This design comes from an exercise in tuning for small area and a short achievable clock period on the open sky130 flow, not from production work.
Only simulation tests tie the RTL to the original design; equivalence was not proved.
No activity file was given, so power comes from the tool's default toggle rates.

run 1:
Design cciChannel, start of the top module:
module cciChannel #(
	parameter int WordLinesPerBlock = 8192
) (
	input logic clk,
	input logic reset,
	input logic inValid,
	input logic [ccPkg::CellCount*ccPkg::WordWidth-1:0] inWords,
	output logic inCredit,
	output logic outValid,
	output logic [ccPkg::CellCount*ccPkg::VoltWidth-1:0] outVth,
	input logic outCredit
);
Size: about 8000 cells after synthesis, roughly 2100 flip-flops, about 770 I/O pins, roughly 0.10 sq mm of cells after synthesis.
==> flow/config.mk <==
export PLATFORM = sky130hd
export DESIGN_NAME = cciChannel
export DESIGN_NICKNAME = cciChannel
export VERILOG_FILES = /design/flow/design.v
export SDC_FILE = /design/flow/constraint.sdc
export NUM_CORES = 4
export LEC_CHECK = 0
export CAP_MARGIN = 20
export CORE_MARGIN = 2
export CORE_UTILIZATION = 40
export PLACE_DENSITY = 0.6
export SETUP_SLACK_MARGIN = 4.5
export SLEW_MARGIN = 20
==> flow/constraint.sdc <==
create_clock -name core_clock -period 7.5 [get_ports {clk}]
set_input_delay 1.5000 -clock core_clock [delete_from_list [all_inputs] [get_ports {clk}]]
set_output_delay 1.5000 -clock core_clock [all_outputs]
set_load 0.01 [all_outputs]
standard.sh (not shown) runs the stock make flow with config.mk's settings and CLKGATE_MAP_FILE= SYNTH_SCRIPT=/design/flow/synth_recipe.tcl, a recipe that flattens the netlist after the stock synthesis.
==> flow/flow/run.sh <==
#!/bin/bash
# The standard layout, with plain buffers on the ports instead of the delay
# cells buffer_ports picks by default. Make's output goes to standard.log;
# each ORFS step keeps its own log under orfs/logs.
set -euo pipefail
bash standard.sh "BUFFER_PORTS_ARGS=-buffer_cell sky130_fd_sc_hd__buf_2" finish > standard.log 2>&1
Input changes introduced in run 2 (baseline for comparison: run 1):
# run 1
export LEC_CHECK = 0
export CAP_MARGIN = 20
export CORE_MARGIN = 2
export CORE_UTILIZATION = 40
export PLACE_DENSITY = 0.6
export SETUP_SLACK_MARGIN = 4.5
export SLEW_MARGIN = 20
create_clock -name core_clock -period 7.5 [get_ports {clk}]
# run 2
export LEC_CHECK = 0
export CAP_MARGIN = 20
export CORE_MARGIN = 2
export CORE_UTILIZATION = 55
export PLACE_DENSITY = 0.6
export SETUP_SLACK_MARGIN = 4.7
export SLEW_MARGIN = 20
create_clock -name core_clock -period 7.5 [get_ports {clk}]
-- flow/flow/run.sh --
<<< run 1, line 5
set -euo pipefail
bash standard.sh "BUFFER_PORTS_ARGS=-buffer_cell sky130_fd_sc_hd__buf_2" finish > standard.log 2>&1
>>> run 2, line 5
set -euo pipefail
bash standard.sh "BUFFER_PORTS_ARGS=-buffer_cell sky130_fd_sc_hd__buf_1" finish > standard.log 2>&1
[summary]
Run 2 closes out successfully: all stages finished, all timing, DRC and antenna checks passed. Compared with run 1, in run 2 final setup slack of the worst path was more or less identical; die area has decreased; count of inserted antenna diode cells shrank by 7; total global-route track usage increased 8.4 points. Maximum number of pins on one net before global-route repair grows by a few percent when moving from run 1 to run 2. Note that the post-CTS setup buffer count recorded for run 1 amounts to 0.25 times the value seen in run 2. Compared with run 1, in run 2 detailed-route wire length per cell went up by 7.8%; met1 usage rose by 7.4 points.
Modified inputs, run 3 compared to run 2
# run 2
export LEC_CHECK = 0
export CAP_MARGIN = 20
export CORE_MARGIN = 2
export CORE_UTILIZATION = 55
export PLACE_DENSITY = 0.6
export SETUP_SLACK_MARGIN = 4.7
export SLEW_MARGIN = 20
create_clock -name core_clock -period 7.5 [get_ports {clk}]
# run 3
export LEC_CHECK = 0
export CAP_MARGIN = 20
export CORE_MARGIN = 2
export CORE_UTILIZATION = 40
export CTS_BUF_LIST = sky130_fd_sc_hd__clkbuf_8
export CTS_CLUSTER_SIZE = 30
export PLACE_DENSITY = 0.6
export SETUP_SLACK_MARGIN = 4.5
export SLEW_MARGIN = 20
create_clock -name core_clock -period 7.5 [get_ports {clk}]
==> flow/run.sh (new file) <==
#!/bin/bash
# synth_recipe.tcl (not shown) runs the flow's synth.tcl, then flattens the netlist and writes it again
# the make line also repeats each setting of config.mk as NAME=value (left out here)
make -C /OpenROAD-flow-scripts/flow DESIGN_CONFIG=/design/flow/config.mk WORK_HOME=/design/flow/orfs CLKGATE_MAP_FILE= SYNTH_SCRIPT=/design/flow/synth_recipe.tcl finish
removed: flow/flow/run.sh
removed: flow/standard.sh
## What came out
Looking only at net switching power of the design, and setting everything else aside, the lower value of run 3 and run 2 goes to run 3.
Compared with run 2, number of cells in the design after placement in run 3 increased by a little under 10%.
Run 2 -> run 3: number of global-route vias before repair increased slightly
Comparing run 3 and run 2, delay of the slowest critical-path stage is lower on run 3.
Of run 3 and run 2, the lower combinational share of power belongs to run 3.
Design area: run 2 vs run 3, no meaningful difference
Relative to run 3, the following input files were edited for run 4:
# run 3
export LEC_CHECK = 0
export CAP_MARGIN = 20
export CORE_MARGIN = 2
export CORE_UTILIZATION = 40
export CTS_BUF_LIST = sky130_fd_sc_hd__clkbuf_8
export CTS_CLUSTER_SIZE = 30
export PLACE_DENSITY = 0.6
export SETUP_SLACK_MARGIN = 4.5
export SLEW_MARGIN = 20
create_clock -name core_clock -period 7.5 [get_ports {clk}]
# run 4
export LEC_CHECK = 0
export CAP_MARGIN = 20
export CORE_MARGIN = 2
export CORE_UTILIZATION = 65
export PLACE_DENSITY = 0.72
export SETUP_SLACK_MARGIN = 4.5
export SLEW_MARGIN = 20
create_clock -name core_clock -period 7.5 [get_ports {clk}]
==> flow/flow/run.sh (new file) <==
#!/bin/bash
# The standard layout, with plain buffers on the ports instead of the delay
# cells buffer_ports picks by default. Make's output goes to standard.log;
# each ORFS step keeps its own log under orfs/logs.
set -euo pipefail
bash standard.sh "BUFFER_PORTS_ARGS=-buffer_cell sky130_fd_sc_hd__buf_1" finish > standard.log 2>&1
==> flow/standard.sh (new file) <==
#!/bin/bash
# synth_recipe.tcl (not shown) runs the flow's synth.tcl, then flattens the netlist and writes it again
# the make line also repeats each setting of config.mk as NAME=value (left out here)
make -C /OpenROAD-flow-scripts/flow DESIGN_CONFIG=/design/flow/config.mk WORK_HOME=/design/flow/orfs CLKGATE_MAP_FILE= SYNTH_SCRIPT=/design/flow/synth_recipe.tcl "${@:-finish}"
removed: flow/run.sh
[summary]
Cmp run 4 vs run 3: die area lower in run 4. Between run 3 and run 4, the row count is lower for run 4. Maximum number of buffers from clock root to sink: higher on run 3. Going from run 3 to run 4, least setup slack across all paths after layout grows by 0.18 ns. For the total clock buffers created by CTS, run 4 came in 44% lower than run 3 did. For power in the clock group, run 4 and run 3 come out practically identical. When run 4 is set beside run 3, its relative max-transition margin turns out to be 13 points larger. Total chip power in run 4 vs run 3: down 2.4%.

-- afterwards: timing with drivers on the ports --
The flow's constraints put no driver on any port. The routed layouts listed below were extracted and timed again, unchanged, in two steps.
Step 1, drivers: a clkbuf_16 drives clk and a buf_2 each remaining input, both assumed.
Step 2 also shifts input and output timing later by t, the mid clock arrival at the registers, as if the neighbouring blocks saw the same clock.
Three values: ideal, step 1, step 2; two values: the first two.
run | t, ns | setup WS [ns] | worst register clock-pin slew, ns | cell pins on the clock port's net
run 1 | 0.936 | 4.361 / 4.271 / 3.638 | 0.07 / 0.07 | 1
run 2 | 0.932 | 4.359 / 4.271 / 3.594 | 0.07 / 0.07 | 1
run 3 | 1.142 | 4.180 / 4.091 / 3.352 | 0.07 / 0.07 | 1
run 4 | 0.922 | 4.363 / 4.273 / 3.703 | 0.07 / 0.07 | 1
After both steps setup and hold are still met in every run listed. The setup slack of run 3, which loses most, moves by -0.089 ns with the drivers and by -0.828 ns with both steps.
